What follows belongs to an exercise in optimizing a design on an open flow for small area, a short achievable clock period and few clock cycles per item; a production flow would make more cautious choices. The RTL was checked by simulation tests, not by an equivalence proof against the original design.

== lane 1 ==
## alu_mc
module alu_mc (
    input  logic        clk,
    input  logic        reset,
    input  logic        start,
    input  logic        i,
    input  logic [31:0] SrcA,
    input  logic [31:0] SrcB,
    input  logic [3:0]  af,
    output logic        busy,
    output logic        done,
    output logic [31:0] Alures,
    output logic        Zero,
    output logic        Neg,
    output logic        ovfalu
);
Size: roughly 5700 cells after synthesis, roughly 150 flip-flops, about 110 I/O pins, ~0.034 mm² of cells after synthesis.
make LEC_CHECK=0 ABC_AREA=1 CAP_MARGIN=40 CORE_MARGIN=2 CORE_UTILIZATION=45 SETUP_SLACK_MARGIN=1.8 SLEW_MARGIN=20 TNS_END_PERCENT=5 finish   # period 7.5 ns
run.sh (not shown) runs the stock make flow with config.mk's settings and CLKGATE_MAP_FILE= SYNTH_SCRIPT=/design/flow/synth_recipe.tcl, a recipe that flattens the netlist after the stock synthesis.
Testbench counts of lane 1, summed over its fixed seeds: cycles 29,380, items 16,000.
Input-level comparison between lane 2 and lane 1:
-- flow/design.v --
<<< lane 1, line 51
        for (int k = 0; k < 32; k++) sh_res[k] = sh_left ? sh_out[31-k] : sh_out[k];
    end
    logic [3:0]  tt;
    logic [31:0] lg;
    always_comb begin
        case (af[2:0])
            3'b000:  tt = 4'b1000;    
            3'b001:  tt = 4'b1110;    
            3'b100:  tt = 4'b0110;    
            default: tt = 4'b0001;    
        endcase
        for (int k = 0; k < 32; k++) lg[k] = tt[{a[k], b[k]}];
    end
    always_comb begin
        res = 32'd0;
        ovf = 1'b0;
        case (af)
            4'b0000,
            4'b0001,
            4'b0100,
            4'b0101: res = lg;
            4'b0010,
            4'b0011: begin res = sum; ovf = add_ovf; end
            4'b0110: res = {31'd0, lt_s};
            4'b0111: res = {31'd0, lt_u};
>>> lane 2, line 51
        for (int k = 0; k < 32; k++) sh_res[k] = sh_left ? sh_out[31-k] : sh_out[k];
    end
    always_comb begin
        res = 32'd0;
        ovf = 1'b0;
        case (af)
            4'b0000: res = a & b;
            4'b0001: res = a | b;
            4'b0010,
            4'b0011: begin res = sum; ovf = add_ovf; end
            4'b0100: res = a ^ b;
            4'b0101: res = ~(a | b);
            4'b0110: res = {31'd0, lt_s};
            4'b0111: res = {31'd0, lt_u};
<<< lane 1, line 222
    logic [3:0]  cnt_q;
    logic        last_q;      
    logic        short_q;     
    logic [34:0] m_q;         
    logic [33:0] hi_q;        
>>> lane 2, line 211
    logic [3:0]  cnt_q;
    logic        last_q;      
    logic [34:0] m_q;         
    logic [33:0] hi_q;        
<<< lane 1, line 245
    wire [31:0] mlo_d = {mstep[7:0], lo_q[31:8]};
    wire        mul_ovf = sgn_q ? (mhi_d[31:0] != {32{mlo_d[31]}}) : (mhi_d[31:0] != 32'd0);
    wire        short_a = (SrcA[31:7] == 25'd0) | (i & (SrcA[31:7] == {25{1'b1}}));
    wire        short_b = (SrcB[31:7] == 25'd0) | (i & (SrcB[31:7] == {25{1'b1}}));
    wire        m_short = short_a | short_b;
    wire        m_swap  = short_a & ~short_b;
    wire [31:0] s_res   = hiop_q ? {{22{hi_q[33]}}, hi_q[33:24]} : {hi_q[23:0], lo_q[31:24]};
    wire        s_ovf   = sgn_q ? ~((hi_q[33:23] == 11'd0) | (hi_q[33:23] == {11{1'b1}}))
                                : (hi_q[33:24] != 10'd0);
    logic [33:0] r2;
    logic [1:0]  qd;
>>> lane 2, line 233
    wire [31:0] mlo_d = {mstep[7:0], lo_q[31:8]};
    wire        mul_ovf = sgn_q ? (mhi_d[31:0] != {32{mlo_d[31]}}) : (mhi_d[31:0] != 32'd0);
    logic [33:0] r2;
    logic [1:0]  qd;
<<< lane 1, line 285
            end else if (busy_q) begin
                if (mul_q) begin
                    if (fin_q) begin
                        res_q  <= s_res;
                        ovf_q  <= hiop_q ? 1'b0 : s_ovf;
                        done_q <= 1'b1;
                        busy_q <= 1'b0;
                        fin_q  <= 1'b0;
                    end else if (last) begin
                        if (short_q) begin
                            fin_q  <= 1'b1;
                        end else begin
                            res_q  <= hiop_q ? mhi_d[31:0] : mlo_d;
                            ovf_q  <= hiop_q ? 1'b0 : mul_ovf;
                            done_q <= 1'b1;
                            busy_q <= 1'b0;
                        end
                    end
                end else if (fin_q) begin
>>> lane 2, line 266
            end else if (busy_q) begin
                if (mul_q) begin
                    if (last) begin
                        res_q  <= hiop_q ? mhi_d[31:0] : mlo_d;
                        ovf_q  <= hiop_q ? 1'b0 : mul_ovf;
                        done_q <= 1'b1;
                        busy_q <= 1'b0;
                    end
                end else if (fin_q) begin
<<< lane 1, line 328
            bneg_q  <= b_neg;
            dovf_q  <= i & (SrcA == 32'h80000000) & (SrcB == 32'hFFFFFFFF);
            cnt_q   <= af[2] ? dm : (m_short ? 4'd0 : 4'd3);
            last_q  <= af[2] ? (dm == 4'd0) : m_short;
            short_q <= m_short;
        end else if (busy_q) begin
            cnt_q   <= cnt_q - 4'd1;
>>> lane 2, line 299
            bneg_q  <= b_neg;
            dovf_q  <= i & (SrcA == 32'h80000000) & (SrcB == 32'hFFFFFFFF);
            cnt_q   <= af[2] ? dm : 4'd3;
            last_q  <= af[2] & (dm == 4'd0);
        end else if (busy_q) begin
            cnt_q   <= cnt_q - 4'd1;
<<< lane 1, line 344
            end else begin
                hi_q <= 34'd0;
                lo_q <= m_swap ? SrcA : SrcB;
            end
        end else if (mul_q) begin
>>> lane 2, line 314
            end else begin
                hi_q <= 34'd0;
                lo_q <= SrcB;
            end
        end else if (mul_q) begin
<<< lane 1, line 357
    always_ff @(posedge clk) begin
        if (accept) begin
            m_q <= af[2] ? d_init : (m_swap ? {{3{b_neg}}, SrcB} : {{3{a_neg}}, SrcA});
        end else if (busy_q & ~mul_q) begin
            m_q <= {{2{m_q[34]}}, m_q[34:2]};
>>> lane 2, line 327
    always_ff @(posedge clk) begin
        if (accept) begin
            m_q <= af[2] ? d_init : {{3{a_neg}}, SrcA};
        end else if (busy_q & ~mul_q) begin
            m_q <= {{2{m_q[34]}}, m_q[34:2]};
Notes after the runs:
- Lane 2 has aggregate global-route resource usage below what lane 1 had.
- Relative to lane 1, cell count after synthesis has increased by about 2% in lane 2.
- The share of flip-flops with an asynchronous set or reset after synthesis on lane 2 is in line with that on lane 1.
- Lane 2 -> lane 1: register-to-register slack flat
- The fmax on lane 2 is in line with that on lane 1.
- Diff lane 1 -> lane 2: clock insertion delay at the later pin of the skew report ~0 delta, core utilization decreased by 2.7 points relative to the old numbers, adder-cell area share of the yosys netlist +1.9 points, wire length decreased by 3300 µm relative to the old numbers, global-route wire length before repair increased 1.9%.
Testbench counts of lane 2, summed over its fixed seeds: cycles 30,282, items 16,000.

The RTL this note starts from:
==> flow/design.v <==
module add_bk #(
    parameter int W = 32
) (
    input  logic [W-1:0] a,
    input  logic [W-1:0] b,
    input  logic         ci,
    output logic [W-1:0] y,
    output logic         co
);
    logic [W-1:0] g, p, gg, pp;
    always_comb begin
        p  = a ^ b;
        g  = a & b;
        g[0] = g[0] | (p[0] & ci);
        gg = g;
        pp = p;
        for (int l = 1; l < W; l = 2 * l)
            for (int k = 2 * l - 1; k < W; k += 2 * l) begin
                gg[k] = gg[k] | (pp[k] & gg[k-l]);
                pp[k] = pp[k] & pp[k-l];
            end
        for (int l = W / 2; l >= 1; l = l / 2)
            for (int k = 3 * l - 1; k < W; k += 2 * l) begin
                gg[k] = gg[k] | (pp[k] & gg[k-l]);
                pp[k] = pp[k] & pp[k-l];
            end
        y  = p ^ {gg[W-2:0], ci};
        co = gg[W-1];
    end
endmodule
module alu_simple (
    input  logic [31:0] a,
    input  logic [31:0] b,
    input  logic [3:0]  af,
    output logic [31:0] res,
    output logic        ovf
);
    wire        is_sub  = af[2] | af[0];    
    logic [32:0] addr;
    add_bk #(.W(32)) u_add (.a(a), .b(b ^ {32{is_sub}}), .ci(is_sub), .y(addr[31:0]), .co(addr[32]));
    wire [31:0] sum     = addr[31:0];
    wire        add_ovf = (a[31] == (b[31] ^ is_sub)) && (sum[31] != a[31]);
    wire        lt_s    = (a[31] != b[31]) ? a[31] : sum[31];
    wire        lt_u    = ~addr[32];
    wire        sh_left = (af == 4'b1000);
    wire        sh_fill = (af == 4'b1110) & a[31];
    logic [31:0] sh_in, sh_out, sh_res;
    always_comb begin
        for (int k = 0; k < 32; k++) sh_in[k] = sh_left ? a[31-k] : a[k];
        sh_out = 32'($signed({sh_fill, sh_in}) >>> b[4:0]);
        for (int k = 0; k < 32; k++) sh_res[k] = sh_left ? sh_out[31-k] : sh_out[k];
    end
    logic [3:0]  tt;
    logic [31:0] lg;
    always_comb begin
        case (af[2:0])
            3'b000:  tt = 4'b1000;    
            3'b001:  tt = 4'b1110;    
            3'b100:  tt = 4'b0110;    
            default: tt = 4'b0001;    
        endcase
        for (int k = 0; k < 32; k++) lg[k] = tt[{a[k], b[k]}];
    end
    always_comb begin
        res = 32'd0;
        ovf = 1'b0;
        case (af)
            4'b0000,
            4'b0001,
            4'b0100,
            4'b0101: res = lg;
            4'b0010,
            4'b0011: begin res = sum; ovf = add_ovf; end
            4'b0110: res = {31'd0, lt_s};
            4'b0111: res = {31'd0, lt_u};
            4'b1000,
            4'b1001,
            4'b1110: res = sh_res;
            default: ;
        endcase
    end
endmodule
module lead_cnt (
    input  logic [31:0] x,
    input  logic        v,
    output logic [5:0]  c
);
    logic [31:0] y;
    logic [1:0]  c2 [16];
    logic [2:0]  c4 [8];
    logic [3:0]  c8 [4];
    logic [4:0]  c16 [2];
    always_comb begin
        y = x ^ {32{~v}};    
        for (int k = 0; k < 16; k++)
            c2[k] = y[2*k+1] ? (y[2*k] ? 2'd2 : 2'd1) : 2'd0;
        for (int k = 0; k < 8; k++)
            c4[k] = c2[2*k+1][1] ? {1'b0, 2'b10} + {1'b0, c2[2*k]} : {1'b0, c2[2*k+1]};
        for (int k = 0; k < 4; k++)
            c8[k] = c4[2*k+1][2] ? {1'b0, 3'b100} + {1'b0, c4[2*k]} : {1'b0, c4[2*k+1]};
        for (int k = 0; k < 2; k++)
            c16[k] = c8[2*k+1][3] ? {1'b0, 4'b1000} + {1'b0, c8[2*k]} : {1'b0, c8[2*k+1]};
        c = c16[1][4] ? {1'b0, 5'b10000} + {1'b0, c16[0]} : {1'b0, c16[1]};
    end
endmodule
module div_setup (
    input  logic [31:0] a,
    input  logic [31:0] b,
    input  logic        a_neg,
    input  logic        b_neg,
    output logic        triv,      
    output logic        b_zero,
    output logic [3:0]  dm,        
    output logic [34:0] d_init,    
    output logic [31:0] a_mag
);
    logic [5:0] ca, cb;
    lead_cnt u_ca (.x(a), .v(a_neg), .c(ca));
    lead_cnt u_cb (.x(b), .v(b_neg), .c(cb));
    wire signed [7:0] d = $signed({2'b0, cb}) - $signed({2'b0, ca}) + $signed({7'd0, a_neg});
    assign b_zero = (b == 32'd0);
    logic [31:0] ta, bs;
    always_comb begin
        ta = a ^ {32{a_neg}};
        for (int l = 1; l < 32; l = 2 * l)
            ta = ta | (ta >> l);               
        bs = b ^ {32{b_neg}};
        if (a_neg) bs = bs >> 1;
    end
    assign triv   = b_zero | (|(bs & ~ta));
    assign dm     = (d > 8'sd31) ? 4'd15 : d[4:1];
    wire [34:0] bx = {{3{b_neg}}, b} ^ {35{~b_neg}};
    assign d_init = ((bx << 1) << {dm, 1'b0}) | ({35{~b_neg}} & ~((35'h7ffffffff << 1) << {dm, 1'b0}));
    add_bk #(.W(32)) u_neg (.a(a ^ {32{a_neg}}), .b(32'd0), .ci(a_neg), .y(a_mag), .co());
endmodule
module mul_step (
    input  logic [33:0] hi,
    input  logic [7:0]  lo,
    input  logic        bprev,
    input  logic [32:0] m,
    input  logic        corr_en,
    output logic [41:0] t
);
    logic [41:0] pp [4];
    logic [41:0] hx, corr, s1, c1, s2, c2, s3, c3, s4, c4;
    logic [8:0]  y;
    always_comb begin
        y  = {lo, bprev};
        hx = {{8{hi[33]}}, hi};
        for (int j = 0; j < 4; j++) begin
            logic one, two, ng;
            logic [33:0] sel;
            ng  = y[2*j+2];
            one = y[2*j+1] ^ y[2*j];
            two = (y[2*j+2] & ~y[2*j+1] & ~y[2*j]) | (~y[2*j+2] & y[2*j+1] & y[2*j]);
            sel = one ? {m[32], m} : (two ? {m, 1'b0} : 34'd0);
            sel = sel ^ {34{ng}};
            pp[j] = ({{8{sel[33]}}, sel}) << (2*j);
            if (j > 0) pp[j][2*j-2] = y[2*j];
        end
        corr = {9'd0, corr_en ? m : 33'd0} << 8;
        corr[6] = y[8];
        s1 = hx ^ pp[0] ^ pp[1];
        c1 = {(hx & pp[0]) | (hx & pp[1]) | (pp[0] & pp[1]), 1'b0};
        s2 = pp[2] ^ pp[3] ^ corr;
        c2 = {(pp[2] & pp[3]) | (pp[2] & corr) | (pp[3] & corr), 1'b0};
        s3 = s1 ^ c1 ^ s2;
        c3 = {(s1 & c1) | (s1 & s2) | (c1 & s2), 1'b0};
        s4 = s3 ^ c3 ^ c2;
        c4 = {(s3 & c3) | (s3 & c2) | (c3 & c2), 1'b0};
        t  = s4 + c4;
    end
endmodule
module div_step (
    input  logic [33:0] hi,
    input  logic [34:0] m,
    input  logic        bneg,
    output logic [33:0] r,
    output logic [1:0]  q
);
    logic [35:0] t1, t2;
    logic [33:0] r1;
    always_comb begin
        t1   = {2'b0, hi} + {m[34], m} + {35'd0, ~bneg};
        q[1] = ~t1[35];
        r1   = q[1] ? t1[33:0] : hi;
        t2   = {2'b0, r1} + {{2{m[34]}}, m[34:1]} + {35'd0, ~bneg};
        q[0] = ~t2[35];
        r    = q[0] ? t2[33:0] : r1;
    end
endmodule
module neg32 (
    input  logic [31:0] x,
    input  logic        n,
    output logic [31:0] y
);
    add_bk #(.W(32)) u_neg (.a(x ^ {32{n}}), .b(32'd0), .ci(n), .y(y), .co());
endmodule
module alu_mc (
    input  logic        clk,
    input  logic        reset,
    input  logic        start,
    input  logic        i,
    input  logic [31:0] SrcA,
    input  logic [31:0] SrcB,
    input  logic [3:0]  af,
    output logic        busy,
    output logic        done,
    output logic [31:0] Alures,
    output logic        Zero,
    output logic        Neg,
    output logic        ovfalu
);
    logic        busy_q, done_q, ovf_q;
    logic [31:0] res_q;
    logic        mul_q;       
    logic        fin_q;       
    logic        hiop_q;      
    logic        sgn_q;       
    logic        qneg_q, rneg_q, dovf_q, bneg_q;
    logic        bprev_q;     
    logic [3:0]  cnt_q;
    logic        last_q;      
    logic [34:0] m_q;         
    logic [33:0] hi_q;        
    logic [31:0] lo_q;        
    wire accept = start & ~busy_q;
    wire a_neg  = i & SrcA[31];
    wire b_neg  = i & SrcB[31];
    wire last   = last_q;
    logic [31:0] alu_res;
    logic        alu_ovf;
    alu_simple u_alu (.a(SrcA), .b(SrcB), .af(af), .res(alu_res), .ovf(alu_ovf));
    logic        div_triv, b_zero;
    logic [3:0]  dm;
    logic [34:0] d_init;
    logic [31:0] a_mag;
    div_setup u_dset (.a(SrcA), .b(SrcB), .a_neg(a_neg), .b_neg(b_neg), .triv(div_triv),
                      .b_zero(b_zero), .dm(dm), .d_init(d_init), .a_mag(a_mag));
    logic [41:0] mstep;
    mul_step u_mul (.hi(hi_q), .lo(lo_q[7:0]), .bprev(bprev_q), .m(m_q[32:0]),
                    .corr_en(last & ~sgn_q & lo_q[7]), .t(mstep));
    wire [33:0] mhi_d = mstep[41:8];
    wire [31:0] mlo_d = {mstep[7:0], lo_q[31:8]};
    wire        mul_ovf = sgn_q ? (mhi_d[31:0] != {32{mlo_d[31]}}) : (mhi_d[31:0] != 32'd0);
    logic [33:0] r2;
    logic [1:0]  qd;
    div_step u_div (.hi(hi_q), .m(m_q), .bneg(bneg_q), .r(r2), .q(qd));
    wire  [31:0] quo_d = {lo_q[29:0], qd};
    wire         fix_need = hiop_q ? rneg_q : qneg_q;
    logic [31:0] fix_res;
    neg32 u_fix (.x(hiop_q ? hi_q[31:0] : lo_q), .n(1'b1), .y(fix_res));
    always_ff @(posedge clk) begin
        if (reset) begin
            busy_q <= 1'b0;
            done_q <= 1'b0;
            ovf_q  <= 1'b0;
            res_q  <= 32'd0;
            fin_q  <= 1'b0;
        end else begin
            done_q <= 1'b0;
            if (accept) begin
                if (af[3] & (af[2] ^ af[1])) begin
                    if (af[2] & div_triv) begin
                        res_q  <= (af[0] | ~b_zero) ? (af[0] ? SrcA : 32'd0) : 32'hFFFFFFFF;
                        ovf_q  <= b_zero;
                        done_q <= 1'b1;
                    end else begin
                        busy_q <= 1'b1;
                        mul_q  <= ~af[2];
                    end
                end else begin
                    res_q  <= alu_res;
                    ovf_q  <= alu_ovf;
                    done_q <= 1'b1;
                end
            end else if (busy_q) begin
                if (mul_q) begin
                    if (last) begin
                        res_q  <= hiop_q ? mhi_d[31:0] : mlo_d;
                        ovf_q  <= hiop_q ? 1'b0 : mul_ovf;
                        done_q <= 1'b1;
                        busy_q <= 1'b0;
                    end
                end else if (fin_q) begin
                    res_q  <= fix_res;
                    ovf_q  <= dovf_q;
                    done_q <= 1'b1;
                    busy_q <= 1'b0;
                    fin_q  <= 1'b0;
                end else if (last) begin
                    if (fix_need) begin
                        fin_q  <= 1'b1;
                    end else begin
                        res_q  <= hiop_q ? r2[31:0] : quo_d;
                        ovf_q  <= dovf_q;
                        done_q <= 1'b1;
                        busy_q <= 1'b0;
                    end
                end
            end
        end
    end
    always_ff @(posedge clk) begin
        if (accept) begin
            hiop_q  <= af[0];
            sgn_q   <= i;
            qneg_q  <= a_neg ^ b_neg;
            rneg_q  <= a_neg;
            bneg_q  <= b_neg;
            dovf_q  <= i & (SrcA == 32'h80000000) & (SrcB == 32'hFFFFFFFF);
            cnt_q   <= af[2] ? dm : 4'd3;
            last_q  <= af[2] & (dm == 4'd0);
        end else if (busy_q) begin
            cnt_q   <= cnt_q - 4'd1;
            last_q  <= (cnt_q == 4'd1);
        end
    end
    always_ff @(posedge clk) begin
        if (accept) begin
            bprev_q <= 1'b0;
            if (af[2]) begin
                hi_q <= {2'b0, a_mag};
                lo_q <= 32'd0;
            end else begin
                hi_q <= 34'd0;
                lo_q <= SrcB;
            end
        end else if (mul_q) begin
            hi_q    <= mhi_d;
            lo_q    <= mlo_d;
            bprev_q <= lo_q[7];
        end else begin
            hi_q <= r2;
            lo_q <= quo_d;
        end
    end
    always_ff @(posedge clk) begin
        if (accept) begin
            m_q <= af[2] ? d_init : {{3{a_neg}}, SrcA};
        end else if (busy_q & ~mul_q) begin
            m_q <= {{2{m_q[34]}}, m_q[34:2]};
        end
    end
    assign busy   = busy_q;
    assign done   = done_q;
    assign Alures = res_q;
    assign Zero   = (res_q == 32'd0);
    assign Neg    = res_q[31];
    assign ovfalu = ovf_q;
endmodule
Settings: LEC_CHECK=0, ABC_AREA=1, CAP_MARGIN=40, CORE_MARGIN=2, CORE_UTILIZATION=45, SETUP_SLACK_MARGIN=1.8, SLEW_MARGIN=20, TNS_END_PERCENT=5; clock period 7.5 ns.
Testbench counts at the start, summed over its fixed seeds: cycles 30,282, items 16,000.
Next try:
--- a/flow/design.v
+++ b/flow/design.v
@@ -48,31 +48,20 @@
     always_comb begin
         for (int k = 0; k < 32; k++) sh_in[k] = sh_left ? a[31-k] : a[k];
         sh_out = 32'($signed({sh_fill, sh_in}) >>> b[4:0]);
         for (int k = 0; k < 32; k++) sh_res[k] = sh_left ? sh_out[31-k] : sh_out[k];
     end
-    logic [3:0]  tt;
-    logic [31:0] lg;
-    always_comb begin
-        case (af[2:0])
-            3'b000:  tt = 4'b1000;    
-            3'b001:  tt = 4'b1110;    
-            3'b100:  tt = 4'b0110;    
-            default: tt = 4'b0001;    
-        endcase
-        for (int k = 0; k < 32; k++) lg[k] = tt[{a[k], b[k]}];
-    end
     always_comb begin
         res = 32'd0;
         ovf = 1'b0;
         case (af)
-            4'b0000,
-            4'b0001,
-            4'b0100,
-            4'b0101: res = lg;
+            4'b0000: res = a & b;
+            4'b0001: res = a | b;
             4'b0010,
             4'b0011: begin res = sum; ovf = add_ovf; end
+            4'b0100: res = a ^ b;
+            4'b0101: res = ~(a | b);
             4'b0110: res = {31'd0, lt_s};
             4'b0111: res = {31'd0, lt_u};
             4'b1000,
             4'b1001,
             4'b1110: res = sh_res;
@@ -219,10 +208,11 @@
     logic        sgn_q;       
     logic        qneg_q, rneg_q, dovf_q, bneg_q;
     logic        bprev_q;     
     logic [3:0]  cnt_q;
     logic        last_q;      
+    logic        short_q;     
     logic [34:0] m_q;         
     logic [33:0] hi_q;        
     logic [31:0] lo_q;        
     wire accept = start & ~busy_q;
     wire a_neg  = i & SrcA[31];
@@ -241,10 +231,17 @@
     mul_step u_mul (.hi(hi_q), .lo(lo_q[7:0]), .bprev(bprev_q), .m(m_q[32:0]),
                     .corr_en(last & ~sgn_q & lo_q[7]), .t(mstep));
     wire [33:0] mhi_d = mstep[41:8];
     wire [31:0] mlo_d = {mstep[7:0], lo_q[31:8]};
     wire        mul_ovf = sgn_q ? (mhi_d[31:0] != {32{mlo_d[31]}}) : (mhi_d[31:0] != 32'd0);
+    wire        short_a = (SrcA[31:7] == 25'd0) | (i & (SrcA[31:7] == {25{1'b1}}));
+    wire        short_b = (SrcB[31:7] == 25'd0) | (i & (SrcB[31:7] == {25{1'b1}}));
+    wire        m_short = short_a | short_b;
+    wire        m_swap  = short_a & ~short_b;
+    wire [31:0] s_res   = hiop_q ? {{22{hi_q[33]}}, hi_q[33:24]} : {hi_q[23:0], lo_q[31:24]};
+    wire        s_ovf   = sgn_q ? ~((hi_q[33:23] == 11'd0) | (hi_q[33:23] == {11{1'b1}}))
+                                : (hi_q[33:24] != 10'd0);
     logic [33:0] r2;
     logic [1:0]  qd;
     div_step u_div (.hi(hi_q), .m(m_q), .bneg(bneg_q), .r(r2), .q(qd));
     wire  [31:0] quo_d = {lo_q[29:0], qd};
     wire         fix_need = hiop_q ? rneg_q : qneg_q;
@@ -274,15 +271,25 @@
                     ovf_q  <= alu_ovf;
                     done_q <= 1'b1;
                 end
             end else if (busy_q) begin
                 if (mul_q) begin
-                    if (last) begin
-                        res_q  <= hiop_q ? mhi_d[31:0] : mlo_d;
-                        ovf_q  <= hiop_q ? 1'b0 : mul_ovf;
+                    if (fin_q) begin
+                        res_q  <= s_res;
+                        ovf_q  <= hiop_q ? 1'b0 : s_ovf;
                         done_q <= 1'b1;
                         busy_q <= 1'b0;
+                        fin_q  <= 1'b0;
+                    end else if (last) begin
+                        if (short_q) begin
+                            fin_q  <= 1'b1;
+                        end else begin
+                            res_q  <= hiop_q ? mhi_d[31:0] : mlo_d;
+                            ovf_q  <= hiop_q ? 1'b0 : mul_ovf;
+                            done_q <= 1'b1;
+                            busy_q <= 1'b0;
+                        end
                     end
                 end else if (fin_q) begin
                     res_q  <= fix_res;
                     ovf_q  <= dovf_q;
                     done_q <= 1'b1;
@@ -307,12 +314,13 @@
             sgn_q   <= i;
             qneg_q  <= a_neg ^ b_neg;
             rneg_q  <= a_neg;
             bneg_q  <= b_neg;
             dovf_q  <= i & (SrcA == 32'h80000000) & (SrcB == 32'hFFFFFFFF);
-            cnt_q   <= af[2] ? dm : 4'd3;
-            last_q  <= af[2] & (dm == 4'd0);
+            cnt_q   <= af[2] ? dm : (m_short ? 4'd0 : 4'd3);
+            last_q  <= af[2] ? (dm == 4'd0) : m_short;
+            short_q <= m_short;
         end else if (busy_q) begin
             cnt_q   <= cnt_q - 4'd1;
             last_q  <= (cnt_q == 4'd1);
         end
     end
@@ -322,11 +330,11 @@
             if (af[2]) begin
                 hi_q <= {2'b0, a_mag};
                 lo_q <= 32'd0;
             end else begin
                 hi_q <= 34'd0;
-                lo_q <= SrcB;
+                lo_q <= m_swap ? SrcA : SrcB;
             end
         end else if (mul_q) begin
             hi_q    <= mhi_d;
             lo_q    <= mlo_d;
             bprev_q <= lo_q[7];
@@ -335,11 +343,11 @@
             lo_q <= quo_d;
         end
     end
     always_ff @(posedge clk) begin
         if (accept) begin
-            m_q <= af[2] ? d_init : {{3{a_neg}}, SrcA};
+            m_q <= af[2] ? d_init : (m_swap ? {{3{b_neg}}, SrcB} : {{3{a_neg}}, SrcA});
         end else if (busy_q & ~mul_q) begin
             m_q <= {{2{m_q[34]}}, m_q[34:2]};
         end
     end
     assign busy   = busy_q;
Outcome:
- fmax decreases by 1.7%
- hold slack degrades by 7.7 ps
- cell area increases by 5.1%
- final cell count hardly moves
- area after synthesis increases by 1.0%
- non-clock buffer count increases by 126
- wire length increases by 3.5%
- sequential share of layout area decreases by 0.31 points
- global-route usage increases by 0.88 points
- die area increases by 0.99%
- utilization increases by 2.5 points
- critical path depth decreases by 2
Testbench counts after the change, summed over its fixed seeds: cycles 29,380, items 16,000.

==> port drivers added, routing unchanged <==
No port has a modelled driver above. Below, the same layouts with a new extraction and two added sets of constraints.
Step 1: set_driving_cell puts a clkbuf_16 on clk and a buf_2 on each other input, an assumption about the parent block.
Step 2 also shifts input and output timing later by t, the mid clock arrival at the registers, as if the neighbouring blocks saw the same clock.
Three values: ideal ports, drivers, drivers and shift; two values: the first two.
run | shift t [ns] | slack for setup (ns) | latest minus earliest clock arrival (ns) | worst register clock-pin slew, ns | cell pins on the clock port's net
lane 1 | 0.513 | 1.791 / 1.791 / 1.323 | 0.016 / 0.016 | 0.07 / 0.07 | 1
lane 2 | 0.528 | 1.794 / 1.764 / 1.236 | 0.019 / 0.019 | 0.08 / 0.08 | 1
the first run of note 2 | 0.514 | 1.668 / 1.701 / 1.186 | 0.020 / 0.021 | 0.08 / 0.08 | 1
the second run of note 2 | 0.524 | 1.568 / 1.568 / 1.253 | 0.024 / 0.024 | 0.08 / 0.08 | 1
After both steps every run listed still meets setup and hold. The setup slack of lane 2, which loses most, moves by -0.030 ns with the drivers and by -0.558 ns with both steps.
